This design comes from an exercise in tuning for a short achievable clock period and few clock cycles on the open sky130 flow, not from production work. Function was checked by simulation only, so behaviour that the tests miss may differ from the original. No activity file was given, so power comes from the tool's default toggle rates.

main:
## cache_top
module cache_top
(
	input  logic                             clk,
	input  logic                             rst,
	input  logic                             cpu_req,
	input  logic                             cpu_we,
	input  logic [cache_pkg::addr_w-1:0]     cpu_addr,
	input  logic [cache_pkg::data_w-1:0]     cpu_wdata,
	output logic                             cpu_ack,
	output logic [cache_pkg::data_w-1:0]     cpu_rdata,
	output logic                             mem_req,
	output logic                             mem_we,
	output logic [cache_pkg::addr_w-1:0]     mem_addr,
	output logic [cache_pkg::data_w-1:0]     mem_wdata,
	input  logic                             mem_ack,
	input  logic [cache_pkg::data_w-1:0]     mem_rdata,
	input  logic                             csr_req,
	input  logic                             csr_we,
	input  logic [cache_pkg::csr_sel_w-1:0]  csr_sel,
	input  logic [cache_pkg::data_w-1:0]     csr_wdata,
	output logic                             csr_ack,
	output logic [cache_pkg::data_w-1:0]     csr_rdata
);
Size: about 2400 cells after synthesis, roughly 240 I/O pins.
Settings: LEC_CHECK=0, CAP_MARGIN=20, CORE_MARGIN=2, CORE_UTILIZATION=60, SETUP_SLACK_MARGIN=5, SLEW_MARGIN=20; clock period 8.0 ns.
run.sh (not shown) runs the stock make flow with config.mk's settings and CLKGATE_MAP_FILE= SYNTH_SCRIPT=/design/flow/synth_recipe.tcl, a recipe that flattens the netlist after the stock synthesis.
No stage failed in main, and the final checks on the layout all came back clean.
Testbench counts of main, summed over its fixed seeds: cycles 22,434.
> inputs changed (main -> the feature branch)
Settings: CORE_UTILIZATION now 40, was 60.
- In summary, the feature branch completed successfully, with a layout that passed the timing, design-rule and antenna checks.
- The feature branch and main ended up with roughly the same register fraction of the total cell area.
- Diff main and the feature branch: number of buffers inserted during clock tree synthesis higher in the feature branch
- The feature branch vs main, worst max-slew margin expressed relative to the limit went down by 3.8 points.
- Against main, the feature branch comes in 0.048 ns higher on final worst slack.
- [the feature branch] number of filler instances in the final layout rose about 100% relative to main
- Final cell count: main and the feature branch compared, lower one is main
- Per the comparison of the feature branch with main, shortest clock period the worst path allows after layout -0.048 ns; depth of the most critical reg-to-reg path now larger.

========
Another version of the RTL of cache_top (not shown whole).
Size in the first run: about 240 I/O pins, roughly 46000 sq um of cells after synthesis.
==> flow/config.mk <==
export PLATFORM = sky130hd
export DESIGN_NAME = cache_top
export DESIGN_NICKNAME = cache_top
export VERILOG_FILES = /design/flow/design.v
export SDC_FILE = /design/flow/constraint.sdc
export NUM_CORES = 4
export LEC_CHECK = 0
export ABC_CLOCK_PERIOD_IN_PS = 3000
export CAP_MARGIN = 20
export CORE_MARGIN = 2
export CORE_UTILIZATION = 40
export SETUP_SLACK_MARGIN = 4.5
export SLEW_MARGIN = 20
==> flow/constraint.sdc <==
create_clock -name core_clock -period 8.0 [get_ports {clk}]
set_input_delay 1.6000 -clock core_clock [delete_from_list [all_inputs] [get_ports {clk}]]
set_output_delay 1.6000 -clock core_clock [all_outputs]
set_load 0.01 [all_outputs]
The baseline finished with timing, DRC and antenna clean.
Testbench counts at the start, summed over its fixed seeds: cycles 22,434.
Next try:
ABC_CLOCK_PERIOD_IN_PS = default   (was 3000)
- setup slack is unchanged
- global-route usage does not change
- total power is unchanged
- non-clock buffer count is unchanged
- clock-buffer cell count is unchanged
- wire length does not change
- sequential share of layout area does not change
Next try:
SETUP_SLACK_MARGIN = default   (was 4.5)
Effect: Cell area is lower by 22%; synthesized area does not change; total power is lower by 7.0%; die area stays the same; first-iteration DRC count is lower by 42%; synthesized cell count stays the same; wire length is lower by 28%; via count is lower by 18%; non-clock buffer count is lower by 598.

========
## job 1757
cache_top, a different RTL version from the one above (not shown whole).
Size: roughly 1,100 flip-flops.
clock: 8.0 ns
lec_check: 0
cap_margin: 20
core_margin: 2
core_utilization: 40
setup_slack_margin: 3.0
slew_margin: 20
Testbench counts of job 1757, summed over its fixed seeds: cycles 21,218.
diff inputs: job 1757 => job 5927
- SETUP_SLACK_MARGIN: 3.0 -> 4.45
==> notes.md <==
- From job 1757 to job 5927 the numbers moved as follows: total chip power higher; area growth from synthesis to layout higher; count of clock-buffer cells in the layout now sits lower.
Relative to job 5927, the following input files were edited for job 5349:
- a change of SETUP_SLACK_MARGIN from 4.45 to 5
==> notes.md <==
- Job 5349 completed every stage of the flow, and the final layout passed the timing, design-rule and antenna checks.
- Between job 5349 and job 5927, the data required time of the critical path figures differ only marginally.
- [compare] base=job 5927 new=job 5349: portion of the post-synthesis area used by sequential elements closely matched the old numbers; power share of the sequential group decreased by 0.4 points relative to the old numbers.
- Fraction of standard cell area in multi-input logic: job 5927 vs job 5349, no meaningful difference
- Note that the number of post-CTS setup repair buffers recorded for job 5349 amounts to 2.5 times the value seen in job 5927.
- The worst setup slack number comes out lower for job 5927 vs job 5349.
- Against job 5927, job 5349 reports a highest attainable clock frequency that is higher.
- Reported for job 5349 and job 5927, number of unique standard cell types used by synthesis turned out identical to the last digit.
- Job 5349 ends up with higher final cell count than job 5927 does.
- Routed wire length deteriorates in job 5349 relative to job 5927.

## what the ideal ports hide
In the flow no input, the clock included, has a driving cell. The finished layouts below were timed again as built, in two steps. Step 1 sets driving cells, clkbuf_16 on the clock port and buf_2 on the other inputs (assumed; they add their load-dependent delay and slew). Step 2 times the ports against the registers' clock, not the clock port: input delays grow and output delays shrink by t, the midpoint of the rising clock arrivals with the driver on. Slacks: no drivers / after step 1 / after step 2; pairs: no drivers / after step 1.
run | t, ns | slack for setup (ns) | worst hold slack (ns) | latest minus earliest clock arrival (ns)
main | 0.728 | 4.310 / 4.271 / 3.721 | 0.489 / 0.489 / 0.489 | 0.037 / 0.037
the feature branch | 0.758 | 4.358 / 4.306 / 3.731 | 0.499 / 0.499 / 0.499 | 0.075 / 0.075
the first run of note 2 | 0.803 | 3.061 / 2.949 / 2.145 | 0.466 / 0.466 / 0.466 | 0.037 / 0.037
the second run of note 2 | 0.803 | 3.061 / 2.949 / 2.145 | 0.466 / 0.466 / 0.466 | 0.037 / 0.037
the third run of note 2 | 0.772 | 1.693 / 1.739 / 0.968 | 0.466 / 0.466 / 0.466 | 0.059 / 0.059
job 1757 | 0.734 | 3.070 / 2.995 / 2.545 | 0.484 / 0.484 / 0.484 | 0.055 / 0.055
job 5927 | 0.755 | 4.344 / 4.284 / 3.632 | 0.487 / 0.487 / 0.487 | 0.022 / 0.022
job 5349 | 0.774 | 4.359 / 4.303 / 3.529 | 0.486 / 0.486 / 0.486 | 0.036 / 0.035
After both steps every run listed still meets setup and hold.
